Context: an optimization exercise on an open-source flow, tuned for a short achievable clock period and few clock cycles. The choices shown serve that exercise and are no tape-out recipe. In this exercise RTL edits were held to simulation tests only and were not proved equivalent to the original. Power and IR drop assume default switching activity.

[flow/design.v]
`default_nettype none
package dcache_geom_pkg;
	typedef logic [30-1:0] addr_t;    
	typedef logic [32-1:0] word_t;
	typedef logic [26-1:0]   tag_t;
	typedef logic [2-1:0] index_t;
	typedef logic [26+2-1:0] block_addr_t;
	typedef logic [128-1:0]            line_t;
endpackage
`default_nettype wire
`default_nettype none
module dcache_top (
	input  logic        clk,
	input  logic        proc_reset,
	input  logic        proc_read,
	input  logic        proc_write,
	input  dcache_geom_pkg::addr_t       proc_addr,
	input  dcache_geom_pkg::word_t       proc_wdata,
	output dcache_geom_pkg::word_t       proc_rdata,
	output logic        proc_stall,
	output logic        mem_read,
	output logic        mem_write,
	output dcache_geom_pkg::block_addr_t mem_addr,
	output dcache_geom_pkg::line_t       mem_wdata,
	input  dcache_geom_pkg::line_t       mem_rdata,
	input  logic        mem_ready
);
	localparam int S = 4;
	dcache_geom_pkg::line_t data0 [0:S-1];
	dcache_geom_pkg::line_t data1 [0:S-1];
	dcache_geom_pkg::tag_t  tag0  [0:S-1];
	dcache_geom_pkg::tag_t  tag1  [0:S-1];
	logic [S-1:0] valid0, valid1;
	logic [S-1:0] dirty0, dirty1;
	logic [S-1:0] lru;       
	logic st_wb, st_rd, st_done, st_hit, st_fix;
	logic hw_q;              
	logic                         stall_q;
	dcache_geom_pkg::word_t       rdata_q;
	logic                         mrd_q, mwr_q;
	dcache_geom_pkg::block_addr_t maddr_q;
	dcache_geom_pkg::line_t       mwdata_q;
	assign proc_stall = stall_q;
	assign proc_rdata = rdata_q;
	assign mem_read   = mrd_q;
	assign mem_write  = mwr_q;
	assign mem_addr   = maddr_q;
	assign mem_wdata  = mwdata_q;
	dcache_geom_pkg::index_t idx;
	dcache_geom_pkg::tag_t   req_tag;
	logic [1:0]              off;
	logic [S-1:0]            sdec;    
	logic [3:0]              wdec;    
	logic                    req, look;
	assign idx     = proc_addr[2 +: 2];
	assign req_tag = proc_addr[30-1 -: 26];
	assign off     = proc_addr[1:0];
	assign req     = proc_read | proc_write;
	assign look    = ~st_wb & ~st_rd & ~st_done & ~st_fix;
	always_comb begin
		for (int s = 0; s < S; s++) sdec[s] = (idx == s);
		for (int w = 0; w < 4; w++) wdec[w] = (off == w);
	end
	dcache_geom_pkg::index_t aq_idx;
	logic [1:0]              aq_off;
	logic [3:0]              aq_tagl;
	logic                    aq_wr;
	logic [S-1:0]            aq_sdec;
	logic [3:0]              aq_wdec;
	always_ff @(posedge clk) begin
		aq_idx  <= idx;
		aq_off  <= off;
		aq_tagl <= req_tag[3:0];
		aq_wr   <= proc_write;
		aq_sdec <= sdec;
		aq_wdec <= wdec;
	end
	logic [S-1:0] eq0, eq1;
	always_comb begin
		for (int s = 0; s < S; s++) begin
			eq0[s] = (tag0[s] == req_tag);
			eq1[s] = (tag1[s] == req_tag);
		end
	end
	logic hit0, hit1, hit;
	assign hit0 = |(sdec & valid0 & eq0);
	assign hit1 = |(sdec & valid1 & eq1);
	assign hit  = hit0 | hit1;
	logic                   vic_dirty;
	dcache_geom_pkg::tag_t  vic_tag;
	dcache_geom_pkg::line_t vic_line;
	always_comb begin
		vic_dirty = 1'b0;
		vic_tag   = '0;
		vic_line  = '0;
		for (int s = 0; s < S; s++) begin
			if (sdec[s]) begin
				vic_dirty = lru[s] ? dirty1[s] : dirty0[s];
				vic_tag   = lru[s] ? tag1[s]   : tag0[s];
				vic_line  = lru[s] ? data1[s]  : data0[s];
			end
		end
	end
	logic aq_vic;
	always_comb begin
		aq_vic = 1'b0;
		for (int s = 0; s < S; s++) if (aq_sdec[s]) aq_vic = lru[s];
	end
	logic [1:0] l1_set, l2_set;
	logic       l1_way, l2_way;
	logic [3:0] l1_key, l2_key;
	dcache_geom_pkg::line_t l1_line, l2_line;
	always_comb begin
		l1_line = '0;
		l2_line = '0;
		for (int s = 0; s < S; s++) begin
			if (l1_set == s) l1_line = l1_way ? data1[s] : data0[s];
			if (l2_set == s) l2_line = l2_way ? data1[s] : data0[s];
		end
	end
	logic                   take1;
	dcache_geom_pkg::word_t wg;
	assign take1 = (proc_addr[5:2] == l1_key);
	always_comb begin
		wg = '0;
		for (int w = 0; w < 4; w++) begin
			if (wdec[w]) wg = take1 ? l1_line[w*32 +: 32] : l2_line[w*32 +: 32];
		end
	end
	logic guess_ok;
	assign guess_ok = take1 ? ((idx == l1_set) & (hit1 == l1_way))
	                        : ((idx == l2_set) & (hit1 == l2_way));
	dcache_geom_pkg::word_t wfix;
	always_comb begin
		wfix = '0;
		for (int s = 0; s < S; s++) begin
			for (int w = 0; w < 4; w++) begin
				if (aq_sdec[s] && aq_wdec[w]) wfix = hw_q ? data1[s][w*32 +: 32] : data0[s][w*32 +: 32];
			end
		end
	end
	dcache_geom_pkg::word_t wm;
	always_comb begin
		wm = '0;
		for (int w = 0; w < 4; w++) begin
			if (aq_wdec[w]) wm = mem_rdata[w*32 +: 32];
		end
	end
	logic lk_hit, lk_miss;
	assign lk_hit  = look & req & hit;
	assign lk_miss = look & req & ~hit;
	logic fill;
	assign fill = st_rd & mem_ready;
	logic wb_nx, rd_nx, done_nx, selv;
	assign wb_nx   = (lk_miss & vic_dirty) | (st_wb & ~mem_ready);
	assign rd_nx   = (lk_miss & ~vic_dirty) | (st_wb & mem_ready) | (st_rd & ~mem_ready);
	logic lk_done, fix_nx;
	assign lk_done = lk_hit & (proc_write | guess_ok);
	assign fix_nx  = lk_hit & ~proc_write & ~guess_ok;
	assign done_nx = lk_done | fill | st_fix;
	assign selv    = vic_dirty & ~st_rd & ~(st_wb & mem_ready);
	always_ff @(posedge clk) begin
		st_wb    <= ~proc_reset & wb_nx;
		st_rd    <= ~proc_reset & rd_nx;
		st_done  <= ~proc_reset & done_nx;
		st_hit   <= ~proc_reset & (lk_hit | st_fix);
		st_fix   <= ~proc_reset & fix_nx;
		stall_q  <= proc_reset | ~done_nx;
		mwr_q    <= ~proc_reset & ((lk_miss & vic_dirty) | (mwr_q & ~mem_ready));
		mrd_q    <= ~proc_reset & ((lk_miss & ~vic_dirty) | (mwr_q & mem_ready) | (mrd_q & ~mem_ready));
		hw_q     <= st_fix ? hw_q : hit1;
		rdata_q  <= st_rd ? wm : (st_fix ? wfix : wg);
		maddr_q  <= selv ? {vic_tag, idx} : proc_addr[30-1:2];
		mwdata_q <= vic_line;
	end
	logic       touch, t_way;
	logic [3:0] t_key;
	assign touch = (st_done & st_hit) | fill;
	assign t_way = fill ? aq_vic : hw_q;
	assign t_key = {aq_tagl[1:0], aq_idx};
	always_ff @(posedge clk) begin
		if (proc_reset) begin
			l1_set <= 2'd0;
			l1_way <= 1'b0;
			l1_key <= 4'd0;
			l2_set <= 2'd0;
			l2_way <= 1'b0;
			l2_key <= 4'd0;
		end else if (touch && !(t_key == l1_key && aq_idx == l1_set && t_way == l1_way)) begin
			l1_set <= aq_idx;
			l1_way <= t_way;
			l1_key <= t_key;
			l2_set <= l1_set;
			l2_way <= l1_way;
			l2_key <= l1_key;
		end
	end
	logic store;
	assign store = st_done & st_hit & aq_wr;
	dcache_geom_pkg::line_t fill_line;
	always_comb begin
		for (int w = 0; w < 4; w++) begin
			fill_line[w*32 +: 32] = (aq_wr && aq_wdec[w]) ? proc_wdata : mem_rdata[w*32 +: 32];
		end
	end
	always_ff @(posedge clk) begin
		for (int s = 0; s < S; s++) begin
			if (fill && aq_sdec[s] && !aq_vic) begin
				data0[s] <= fill_line;
				tag0[s]  <= req_tag;
			end
			if (fill && aq_sdec[s] && aq_vic) begin
				data1[s] <= fill_line;
				tag1[s]  <= req_tag;
			end
			for (int w = 0; w < 4; w++) begin
				if (store && aq_sdec[s] && aq_wdec[w] && !hw_q) data0[s][w*32 +: 32] <= proc_wdata;
				if (store && aq_sdec[s] && aq_wdec[w] &&  hw_q) data1[s][w*32 +: 32] <= proc_wdata;
			end
		end
	end
	always_ff @(posedge clk) begin
		if (proc_reset) begin
			valid0 <= '0;
			valid1 <= '0;
			dirty0 <= '0;
			dirty1 <= '0;
			lru    <= '0;    
		end else begin
			for (int s = 0; s < S; s++) begin
				if (aq_sdec[s]) begin
					if (fill) begin
						if (aq_vic) begin
							valid1[s] <= 1'b1;
							dirty1[s] <= aq_wr;
						end else begin
							valid0[s] <= 1'b1;
							dirty0[s] <= aq_wr;
						end
						lru[s] <= ~aq_vic;
					end
					if (st_done && st_hit) begin
						lru[s] <= ~hw_q;    
						if (aq_wr) begin
							if (hw_q) dirty1[s] <= 1'b1;
							else      dirty0[s] <= 1'b1;
						end
					end
				end
			end
		end
	end
endmodule
`default_nettype wire
[flow/run.sh]
#!/bin/bash
# synth_recipe.tcl (not shown) runs the flow's synth.tcl, then flattens the netlist and writes it again
# the make line also repeats each setting of config.mk as NAME=value (left out here)
make -C /OpenROAD-flow-scripts/flow DESIGN_CONFIG=/design/flow/config.mk WORK_HOME=/design/flow/orfs CLKGATE_MAP_FILE= SYNTH_SCRIPT=/design/flow/synth_recipe.tcl finish
[flow/config.mk]
export PLATFORM = sky130hd
export DESIGN_NAME = dcache_top
export DESIGN_NICKNAME = dcache_top
export VERILOG_FILES = /design/flow/design.v
export SDC_FILE = /design/flow/constraint.sdc
export NUM_CORES = 4
export LEC_CHECK = 0
export CAP_MARGIN = 20
export CORE_MARGIN = 2
export CORE_UTILIZATION = 50
export SETUP_SLACK_MARGIN = 4.3
export SLEW_MARGIN = 20
export TNS_END_PERCENT = 100
[flow/constraint.sdc]
create_clock -name core_clock -period 7.0 [get_ports {clk}]
set_input_delay 1.4000 -clock core_clock [delete_from_list [all_inputs] [get_ports {clk}]]
set_output_delay 1.4000 -clock core_clock [all_outputs]
set_load 0.01 [all_outputs]
==> notes.md, run 1 <==
Status: no timing/DRC/antenna violations
DRC Markers: 0
Die area: 200000 um^2
Leading area contributor after synthesis: edfxtp_1
Count of yosys warnings during synthesis: 5
Sequential power share: 0.428
Cell with the most instances after synthesis: mux2i_1
Clock Power Share: 0.416
Clock Tree Buf Depth: 3
Mapped cell area: 98100 um^2
Tcrit/Tclk final: 0.421
Placed Cells: 9947
Max cap viols: 0
Syn Inst Count: 7487
Type of origin of the critical path: primary input
RSZ-0062 raised after global routing: true
Post-route ant nets: 0
Chip width: 447 um
# fillers: 15400
Via count: 82800
Worst-path clk slew: 60 ps
Peak supply drop: 0.285 mV
Initial Utilization: 0.503
Part of the power in combinational logic: 0.156
Skew-Pair Late Insertion Delay: 900 ps
Share of the synthesized area in the top cell type: 0.377
NetSw: 6.52 mW
Via/cell ratio: 7.67
Final setup viols: 0
Clk sinks: 1468
CP arrival: 3680 ps
Area growth syn-to-layout: 21.1%
Switch share: 0.281
Ranking of synthesized cells by area: edfxtp_1 (38%), mux2_2 (13%), mux2i_1 (13%)
Gr ovfl total: 0
First-pass GRT wire length: 662000 um
Final #Nets: 8129
H-tree levels: 4
Maximum clock rate: 339 MHz
Avg WL per Cell: 46.9 um
Syn nets: 7682
Rel. slew slack: 0.264
Post-synth top cells: mux2i_1 (1265), edfxtp_1 (1233), mux2_2 (1148)
CTS tree: yes
Delay of the slowest critical-path stage: 480 ps
Dpl hpwl: 283000 um
Vias in the first global route: 76100
Post-synth top flop: edfxtp_1
Final Skew: 46.1 ps
CP endpoint kind: register
CP Max Fanout: 31
CTS root buf: clkbuf_16
Least-Margin Pin Slew: 1100 ps
HP Class: register to register
Async SR Flop Fraction: 0
WL final: 506000 um
GRT Total Usage: 0.487
RD Place Congestion: 1.00
CP Data Required Time: 7730 ps
Share of layout cells above drive strength 1: 0.414
Placed cell area: 104000 um^2
# rows: 162
Top cell family by delay on the critical path: compound AO/OA/AOI/OAI gates
Die height: 447 um
Initial antenna violation count: 87
Critical Path, Cell by Cell: buf_6, buf_16, nand2_2, buf_8, a21oi_1, a221o_1, a2111oi_2, o31ai_1
Critical path buffer and inverter count: 3
Seq/Total Area, Yosys: 0.425
Post-layout util: 0.609
Number of buffers created by CTS: 174
P per Cell Area: 195 nW/um^2
Final Hold Vio Count: 0
Mapped Avg Cell Area: 13.1 um^2
Number of port buffers: 385
CP max stage cell: buf_8
Total Power: 23.2 mW
Core ar.: 195000 um^2
Final TNS setup: 0 ps
DR iter-0 viols: 15000
Finished Layout Cells: 10800
Number of flops mapped to enable cells by yosys: 1233
TritonRoute pass-1 iters: 13
Pin count of the biggest net entering global routing: 153
Ports: 386
Number of synthesized register bits: 1468
Synth unique cells: 86
Int Power: 16.7 mW
Minimum clock period: 2950 ps
Total leakage power: 38.3 nW
Post-route cell area: 119000 um^2
CP Class: primary input to register
Final Max Slew Viols: 0
## final cells by class
cell class | instances | area (um^2) | share of cell area
Antenna cell | 74 | 185 | 0.00156
Clock buffer | 236 | 4820 | 0.0406
Clock inverter | 93 | 1100 | 0.00923
Inverter | 163 | 669 | 0.00563
Multi-Input combinational cell | 5097 | 53900 | 0.454
Sequential cell | 1468 | 42000 | 0.354
Tap cell | 2624 | 3280 | 0.0276
Timing Repair Buffer | 1023 | 12700 | 0.107
Timing Repair inverter | 7 | 52.6 | 0.000442
## cell families (layout without fill, tap and decap cells)
logic type,after synthesis,in the layout,share of synthesized area
muxes,3008,3008,0.399
DFF,1468,1468,0.425
AOI/OAI and AO/OA,1122,1122,0.0717
buffers and inverters,925,1522,0.0487
and+or+nand+nor,745,748,0.0353
xor gates and xnor gates,219,219,0.0196
other,0,74,0
## tightest hold or removal path, delay by kind of cell, from the launching register on
family	cells	cell delay (ps)
buffers and inverters	1	50
AO/OA/AOI/OAI	1	50
flip-flops	1	310
## metal layers
metal	vias to the layer above	GRT usage	wire (um)
met1	41500	0.598	172000
met2	8079	0.659	200000
li1	30600	-	-
met4	57	0.376	50600
met3	2568	0.222	82700
met5	-	0.0205	944
## worst paths after layout
path                startpoint           to  slack [ps]  cells after the start
setup / recovery  proc_addr[0]  rdata_q[25]        4050                      8
hold / removal       valid1[1]    valid1[1]         460                      2
setup reg to reg          hw_q  rdata_q[20]        4100                     12
hold reg to reg      valid1[1]    valid1[1]         460                      2
## cells in the final DEF (no fill, tap or decap), drive strengths merged, types with 141 or more instances in the layout
| cell type | instances |
|---|---|
| mux2i | 1265 |
| edfxtp | 1233 |
| mux2 | 1148 |
| buf | 821 |
| mux4 | 595 |
| a21oi | 342 |
| nand2 | 312 |
| o21ai | 292 |
| clkbuf | 266 |
| dfxtp | 235 |
| nor2 | 158 |
| inv | 156 |
| clkdlybuf4s50 | 141 |
## metrics by stage
stage | hold WS (ps) | worst slack, ps
3_5_place_dp | 448 | 1930
3_3_place_gp | 442 | 1930
6_report | 463 | 4050
4_1_cts | 458 | 4140
5_1_grt | 483 | 4080
2_1_floorplan | 426 | 3750
## power by group through the flow
stage | combinational (mW) | sequential (mW) | clock [mW]
after detailed placement | 2.97 | 10.1 | 0
after floorplan | 1.71 | 10.0 | 0
after global placement | 2.94 | 10.1 | 0
after CTS | 3.29 | 9.90 | 9.61
final | 3.62 | 9.92 | 9.66
after global routing | 3.63 | 9.92 | 9.94
## flip-flops by register name, indices dropped and copies added (netlist names), 2 cells and up
name and cells:
dirty0 4, rdata_q 32, aq_wdec 4, mwdata_q 128
l2_set 2, tag0 104, valid0 4, dirty1 4
l1_key 3, lru 4, data0 512, valid1 4
tag1 104, maddr_q 28, aq_tagl 2, data1 512
aq_sdec 4
## repair_timing
| item | in CTS | in global routing |
|---|---|---|
| pin swaps | 62 | 106 |
| buffers inserted | 211 | 140 |
| endpoints found under the setup margin | 2086 | 809 |
| gates resized for setup | 1651 | 341 |
| gates cloned | 59 | 25 |
| hold buffers | 0 | 0 |
Testbench counts, summed over its fixed seeds: cycles 192,683.
==> inputs of run 2 (changes only) <==
--- a/flow/config.mk
+++ b/flow/config.mk
@@ -8,6 +8,6 @@
 export CAP_MARGIN = 20
 export CORE_MARGIN = 2
-export CORE_UTILIZATION = 50
-export SETUP_SLACK_MARGIN = 4.3
+export CORE_UTILIZATION = 45
+export SETUP_SLACK_MARGIN = 4.4
 export SLEW_MARGIN = 20
 export TNS_END_PERCENT = 100
==> run 2 against run 1 <==
- still clean on timing, DRC and antenna
- flip-flop and latch count unchanged
- hold slack better by 44 ps
- total power up 0.32%
- non-clock buffer count up 17
- critical path depth up 2
- largest cell class unchanged
==> notes.md, run 2 <==
First-pass GRT wire length: 662000 um (about the same)
Post-route ant nets: 0 (unchanged)
CP arrival: 3740 ps (was 3680 ps)
Commonest cells after routing, fill and taps aside: edfxtp_1 (1233), mux2i_1 (1189), mux2_2 (1140) (was edfxtp_1 (1233), mux2i_1 (1221), mux2_2 (1145))
Syn nets: 7682 (unchanged)
Post-route cell area: 120000 um^2 (was 119000 um^2)
Type of origin of the critical path: register (was primary input)
Hold bufs inserted after CTS: 0 (unchanged)
TritonRoute pass-1 iters: 14 (was 13)
Post-synth top flop: edfxtp_1 (unchanged)
CP endpoint kind: register (unchanged)
Ports: 386 (unchanged)
Syn Inst Count: 7487 (unchanged)
Clock Tree Buf Depth: 3 (unchanged)
Mapped cell area: 98100 um^2 (unchanged)
RD Place Congestion: 0.992 (was 1.00)
DRC Markers: 0 (unchanged)
P per Cell Area: 193 nW/um^2 (was 195 nW/um^2)
Final Max Slew Viols: 0 (unchanged)
Dpl hpwl: 284000 um (was 283000 um)
Number of port buffers: 385 (unchanged)
Via/cell ratio: 7.56 (was 7.67)
Mapped Avg Cell Area: 13.1 um^2 (unchanged)
Core ar.: 217000 um^2 (was 195000 um^2)
Max cap viols: 0 (unchanged)
Placed cell area: 104000 um^2 (about the same)
Leading area contributor after synthesis: edfxtp_1 (unchanged)
Gr ovfl total: 0 (unchanged)
Delay of the slowest critical-path stage: 420 ps (was 480 ps)
Number of synthesized register bits: 1468 (unchanged)
Chip width: 471 um (was 447 um)
WL final: 508000 um (was 506000 um)
Die height: 471 um (was 447 um)
Final #Nets: 8148 (was 8129)
Maximum clock rate: 337 MHz (was 339 MHz)
Commonest non-fill, non-tap cell in the layout: edfxtp_1 (unchanged)
CTS tree: yes (unchanged)
Via count: 83300 (was 82800)
Clk sinks: 1468 (unchanged)
HP Class: register to register (unchanged)
Share of the synthesized area in the top cell type: 0.377 (unchanged)
Final TNS setup: 0 ps (unchanged)
CP Data Required Time: 7770 ps (was 7730 ps)
Share of layout cells above drive strength 1: 0.426 (was 0.414)
Worst-path clk slew: 70 ps (was 60 ps)
Number of buffers created by CTS: 174 (unchanged)
DR iter-0 viols: 15500 (was 15000)
Avg WL per Cell: 46.1 um (was 46.9 um)
CP Max Fanout: 22 (was 31)
Most frequent CP cell: a21oi_1
Cell with the most instances after synthesis: mux2i_1 (unchanged)
Final Skew: 49.4 ps (was 46.1 ps)
Initial Utilization: 0.452 (was 0.503)
RSZ-0062 raised after global routing: true (unchanged)
Status: no timing/DRC/antenna violations (unchanged)
Minimum clock period: 2970 ps (was 2950 ps)
Initial antenna violation count: 76 (was 87)
Async SR Flop Fraction: 0 (unchanged)
Die area: 222000 um^2 (was 200000 um^2)
Total leakage power: 38.7 nW (was 38.3 nW)
GRT Total Usage: 0.433 (was 0.487)
CP max stage cell: buf_8 (unchanged)
Critical Path, Cell by Cell: buf_12, buf_4, nand2_4, buf_8, nand2_2, a21oi_1, a21oi_1, o221ai_1, a31oi_2, o41ai_2 (was buf_6, buf_16, nand2_2, buf_8, a21oi_1, a221o_1, a2111oi_2, o31ai_1)
Least-Margin Pin Slew: 1340 ps (was 1100 ps)
Seq/Total Area, Yosys: 0.425 (unchanged)
CP Class: register to register (was primary input to register)
Rel. slew slack: 0.107 (was 0.264)
Total Power: 23.3 mW (was 23.2 mW)
# rows: 171 (was 162)
Post-layout util: 0.555 (was 0.609)
Skew-Pair Late Insertion Delay: 920 ps (was 900 ps)
Tcrit/Tclk final: 0.424 (was 0.421)
Number of flops mapped to enable cells by yosys: 1233 (unchanged)
Top cell family by delay on the critical path: compound AO/OA/AOI/OAI gates (unchanged)
Post-synth top cells: mux2i_1 (1265), edfxtp_1 (1233), mux2_2 (1148) (unchanged)
Final setup viols: 0 (unchanged)
Count of yosys warnings during synthesis: 5 (unchanged)
Top flop regs: data0 x512, data1 x512, mwdata_q x128 (unchanged)
Synth unique cells: 86 (unchanged)
H-tree levels: 4 (unchanged)
Peak supply drop: 0.251 mV (was 0.285 mV)
Final Hold Vio Count: 0 (unchanged)
Pin count of the biggest net entering global routing: 155 (was 153)
Area growth syn-to-layout: 22.7% (was 21.1%)
Ranking of synthesized cells by area: edfxtp_1 (38%), mux2_2 (13%), mux2i_1 (13%) (unchanged)
CTS root buf: clkbuf_16 (unchanged)
Vias in the first global route: 76800 (was 76100)
Critical path buffer and inverter count: 3 (unchanged)
run 2: cell counts after synthesis:
Identical to the previous run, type by type.
run 2: what timing repair did:
action	CTS	global route
gates cloned	70	29
setup buffers	251	102
endpoints found under the setup margin	2384	1523
gates resized for setup	1751	445
pin swaps	97	170
run 2: worst paths after layout:
path	start	to	slack [ps]	cells past startpoint
worst min register to register	dirty0[1]	dirty0[1]	510	2
worst max-delay path	aq_sdec[2]	rdata_q[23]	4030	10
worst max register to register	aq_sdec[2]	rdata_q[23]	4030	10
worst min-delay path	dirty0[1]	dirty0[1]	510	2
run 2: cell type report:
class | count | area [um^2]
clock buffer | 239 | 4860
inverter | 163 | 668
fill | 17700 | 96600
tap | 2854 | 3570
antenna | 63 | 158
sequential | 1468 | 42100
timing repair inverter | 7 | 52.6
clock inverter | 89 | 1140
timing repair buffer | 1040 | 13200
multi-input combinational | 5099 | 54600
run 2: kinds of logic after synthesis:
family	after synthesis	share of synthesized area
multiplexers	3008	0.399
buffers and inverters	925	0.0487
flip-flops	1468	0.425
AND/OR/NAND/NOR	745	0.0353
XOR/XNOR	219	0.0196
AO/OA/AOI/OAI	1122	0.0717
run 2: per-layer routing:
| metal | GRT usage | up-vias | share of wire |
|---|---|---|---|
| li1 | - | 30600 | - |
| met2 | 0.589 | 8391 | 0.39 |
| met1 | 0.527 | 41600 | 0.34 |
| met3 | 0.204 | 2608 | 0.17 |
| met5 | 0.0290 | - | 0.0028 |
| met4 | 0.327 | 50 | 0.099 |
run 2: power breakdown:
group / internal [mW] / switching [mW]
clock network: 5.61 / 4.15
logic: 1.48 / 2.11
registers: 9.72 / 0.205
total: 16.8 / 6.47
run 2: through the flow:
step / hold slack, ps / setup WS (ps) / cells
5_1_grt: 512 / 3950 / 11000
3_3_place_gp: 449 / 1940 / 10200
4_1_cts: 481 / 4060 / 10800
3_5_place_dp: 472 / 1930 / 10200
6_report: 507 / 4030 / 11000
2_1_floorplan: 426 / 3750 / 7487
run 2: tightest hold or removal path, stage by stage (launching register included):
cell	delay, ps
dfxtp_1	320
a21oi_2	100
a211oi_1	50

[port drivers added, routing unchanged]
In the flow no input, the clock included, has a driving cell. The finished layouts below were timed again as built, in two steps.
Step 1 assumes that a clkbuf_16 drives the clock port and a buf_2 every other input.
Step 2 moves the port delays by t, midway between the first and last clock arrival at a register: inputs arrive t later, outputs are due t later. That takes back most of the time a late clock gives input paths.
a / b / c = no drivers / after step 1 / after step 2; a / b = the first two.
run	t (ns)	setup slack, ns	worst setup path after step 2	latest minus earliest clock arrival (ns)	worst data-port slew with drivers (ns)
run 1	0.981	4.053 / 3.955 / 3.099	input to register	0.051 / 0.051	0.35
run 2	0.988	4.031 / 3.932 / 2.943	input to register	0.057 / 0.057	0.36
After both steps every run listed still meets setup and hold. The setup slack of run 2, which loses most, moves by -0.099 ns with the drivers and by -1.088 ns with both steps.
